Context: an optimization exercise on an open-source flow, tuned for small area and a short achievable clock period. The choices shown serve that exercise and are no tape-out recipe.
Where RTL was checked, it was by simulation tests only, not by an equivalence proof against the original.
Power and IR drop assume default switching activity.

== lagoon ==
Design alu_top, start of the top module:
module alu_top (
    input  logic        clk,
    input  logic        rst,
    input  logic        valid_instruction,
    input  logic [5:0]  opcode,
    input  logic [31:0] operand_a,
    input  logic [31:0] operand_b,
    input  logic        use_immediate,
    input  logic [31:0] immediate_value,
    output logic        resp_valid,
    output logic [31:0] resp_result,
    output logic        resp_carry,
    output logic        resp_overflow,
    output logic        resp_zero,
    output logic        resp_negative
);
==> module adder_unit, before the edit <==
module adder_unit (
    input  logic [31:0] p,
    input  logic [31:0] g,
    input  logic        cin,
    output logic [32:0] c
);
    logic [31:0] gu [0:5];      
    logic [31:0] pu [0:5];
    logic [31:0] gd [0:4];      
    logic [31:0] pd [0:4];
    always_comb begin
        gu[0] = g;
        pu[0] = p;
        gu[0][0] = cin ? (g[0] | p[0]) : g[0];          
    end
    for (genvar l = 0; l < 5; l++) begin : g_up
        for (genvar i = 0; i < 32; i++) begin : g_bit
            if ((i % (2 << l)) == ((2 << l) - 1)) begin : g_op
                assign gu[l+1][i] = gu[l][i] | (pu[l][i] & gu[l][i-(1<<l)]);
                assign pu[l+1][i] = pu[l][i] & pu[l][i-(1<<l)];
            end else begin : g_pass
                assign gu[l+1][i] = gu[l][i];
                assign pu[l+1][i] = pu[l][i];
            end
        end
    end
    assign gd[4] = gu[5];
    assign pd[4] = pu[5];
    for (genvar l = 3; l >= 0; l--) begin : g_dn
        for (genvar i = 0; i < 32; i++) begin : g_bit
            if ((i >= (3 << l) - 1) && ((i + 1) % (2 << l) == (1 << l))) begin : g_op
                assign gd[l][i] = gd[l+1][i] | (pd[l+1][i] & gd[l+1][i-(1<<l)]);
                assign pd[l][i] = pd[l+1][i] & pd[l+1][i-(1<<l)];
            end else begin : g_pass
                assign gd[l][i] = gd[l+1][i];
                assign pd[l][i] = pd[l+1][i];
            end
        end
    end
    assign c = {gd[0], cin};
endmodule
==> module result_stage, before the edit <==
module result_stage (
    input  logic        clk,
    input  logic        rst,
    input  logic        valid,
    input  logic        arith,
    input  logic        sat,
    input  logic        cin,
    input  logic [31:0] p,
    input  logic [31:0] g,
    input  logic [32:0] c,
    input  logic [31:0] logic_shift,
    input  logic        flag,
    output logic        resp_valid,
    output logic [31:0] resp_result,
    output logic        resp_carry,
    output logic        resp_overflow,
    output logic        resp_zero,
    output logic        resp_negative
);
    logic        ovf;
    logic        clamp;
    logic        add_en;
    logic [31:0] r0, r1;        
    logic [31:0] result_d;
    assign ovf    = ~p[31] & (c[31] ^ g[31]);
    assign clamp  = sat & ovf;
    assign add_en = arith | sat;
    assign r0 = logic_shift | (p & {32{add_en}});
    assign r1 = logic_shift | (~p & {32{add_en}});
    always_comb begin
        for (int i = 0; i < 32; i++) begin
            result_d[i] = c[i] ? r1[i] : r0[i];
        end
        if (clamp) result_d = {g[31], {31{~g[31]}}};     
        if (flag)  result_d = '1;
    end
    always_ff @(posedge clk or posedge rst) begin
        if (rst) begin
            resp_valid    <= 1'b0;
            resp_result   <= '0;
            resp_carry    <= 1'b0;
            resp_overflow <= 1'b0;
        end else begin
            resp_valid    <= valid;
            resp_result   <= result_d;
            resp_carry    <= arith & (c[32] ^ cin);
            resp_overflow <= add_en & ovf;
        end
    end
    assign resp_zero     = resp_valid & ~|resp_result;
    assign resp_negative = resp_result[31];
endmodule
clock: 6.0 ns
lec_check: 0
cap_margin: 20
core_margin: 2
core_utilization: 50
cts_buf_list: sky130_fd_sc_hd__clkbuf_8
setup_slack_margin: 3.12
slew_margin: 20
tns_end_percent: 100
standard.sh (not shown) runs the stock make flow with config.mk's settings and CLKGATE_MAP_FILE= SYNTH_SCRIPT=/design/flow/synth_recipe.tcl, a recipe that flattens the netlist after the stock synthesis.
==> flow/flow/run.sh <==
#!/bin/bash
# Own layout flow: the standard ORFS flow (standard.sh, standard synthesis
# unchanged) with two sizing changes: the I/O port buffers are inserted as
# buf_1 cells instead of the cell buffer_ports picks by default, and the
# resizer may swap cells across footprints (MATCH_CELL_FOOTPRINT=0), so those
# buffers and the logic can be upsized where timing needs it.
set -euo pipefail
export BUFFER_PORTS_ARGS="-buffer_cell sky130_fd_sc_hd__buf_1"
bash standard.sh MATCH_CELL_FOOTPRINT=0 finish > flow_make.log 2>&1
The inputs of onyx differ from those of lagoon as listed below.
-- flow/design.v --
<<< lagoon, line 180
        end
    end
    assign c = {gd[0], cin};
endmodule
module logic_shift_unit (
>>> onyx, line 180
        end
    end
    logic g_30_28, p_30_28, g_27_16, p_27_16, g_30_16, p_30_16, c31_fast;
    assign g_30_28  = gu[0][30] | (pu[0][30] & gu[2][29]);       
    assign p_30_28  = pu[0][30] & pu[2][29];
    assign g_27_16  = gu[3][27] | (pu[3][27] & gu[4][23]);       
    assign p_27_16  = pu[3][27] & pu[4][23];
    assign g_30_16  = g_30_28 | (p_30_28 & g_27_16);
    assign p_30_16  = p_30_28 & p_27_16;
    assign c31_fast = g_30_16 | (p_30_16 & gu[5][15]);           
    assign c = {gd[0][31], c31_fast, gd[0][29:0], cin};
endmodule
module logic_shift_unit (
<<< lagoon, line 256
);
    logic        ovf;
    logic        clamp;
    logic        add_en;
    logic [31:0] r0, r1;        
    logic [31:0] result_d;
    assign ovf    = ~p[31] & (c[31] ^ g[31]);
    assign clamp  = sat & ovf;
    assign add_en = arith | sat;
    assign r0 = logic_shift | (p & {32{add_en}});
    assign r1 = logic_shift | (~p & {32{add_en}});
    always_comb begin
        for (int i = 0; i < 32; i++) begin
            result_d[i] = c[i] ? r1[i] : r0[i];
        end
        if (clamp) result_d = {g[31], {31{~g[31]}}};     
        if (flag)  result_d = '1;
    end
    always_ff @(posedge clk or posedge rst) begin
>>> onyx, line 264
);
    logic        ovf;
    logic        add_en;
    logic [31:0] r0, r1;        
    logic [31:0] result_d;
    assign ovf    = ~p[31] & (c[31] ^ g[31]);
    assign add_en = arith | sat;
    assign r0 = logic_shift | (p & {32{add_en}});
    assign r1 = logic_shift | (~p & {32{add_en}});
    logic sat_same;
    logic clr, set;
    logic [31:0] x;
    assign sat_same = sat & ~p[31];
    assign clr      = sat_same & g[31] & ~c[31];      
    assign set      = sat_same & ~g[31] & c[31];      
    always_comb begin
        for (int i = 0; i < 32; i++) begin
            x[i] = c[i] ? r1[i] : r0[i];
        end
        result_d[30:0] = (x[30:0] & {31{~clr}}) | {31{set | flag}};
        result_d[31]   = (x[31] ^ (clr | set)) | flag;    
    end
    always_ff @(posedge clk or posedge rst) begin
Results
Type of the worst setup path: reg -> reg -> onyx, reg -> out -> lagoon
Number of antenna violations at the first check in global routing in onyx is 2 above lagoon.
Diff lagoon and onyx: sequential share of power lower in lagoon
Going from lagoon to onyx, number of nets produced by synthesis grows by 0.98%.
In summary, onyx completed successfully, with a layout that passed the timing, design-rule and antenna checks.
Comparing lagoon and onyx, the lower clock-buffer cell count is on lagoon.
onyx vs lagoon, top layer used by detailed routing: met5 vs met4
onyx against lagoon: all-layer global routing usage increased 0.92 points, area enclosed by the die boundary increased 180 sq um.
For onyx, only the layout was checked, not whether the RTL still works.

## re-timing with driven ports
How much do the figures lean on ideal ports? The routed layouts below were timed once more, with nothing changed but the port constraints.
Step 1: set_driving_cell puts a clkbuf_16 on clk and a buf_2 on each other input, an assumption about the parent block.
Step 2 moves the port delays by t, midway between the first and last clock arrival at a register: inputs arrive t later, outputs are due t later. That takes back most of the time a late clock gives input paths.
Slacks: no drivers / after step 1 / after step 2; pairs: no drivers / after step 1.
run	t, ns	setup slack, ns	latest minus earliest clock arrival (ns)	worst data-port slew with drivers (ns)	pins driven straight from the clock port
lagoon	0.495	3.199 / 3.157 / 2.824	0.017 / 0.017	0.04	1
onyx	0.493	3.165 / 3.157 / 2.848	0.014 / 0.015	0.03	1
After both steps every run listed still meets setup and hold. For lagoon, which loses most, drivers alone change the setup slack by -0.042 ns; drivers and shift together by -0.375 ns.
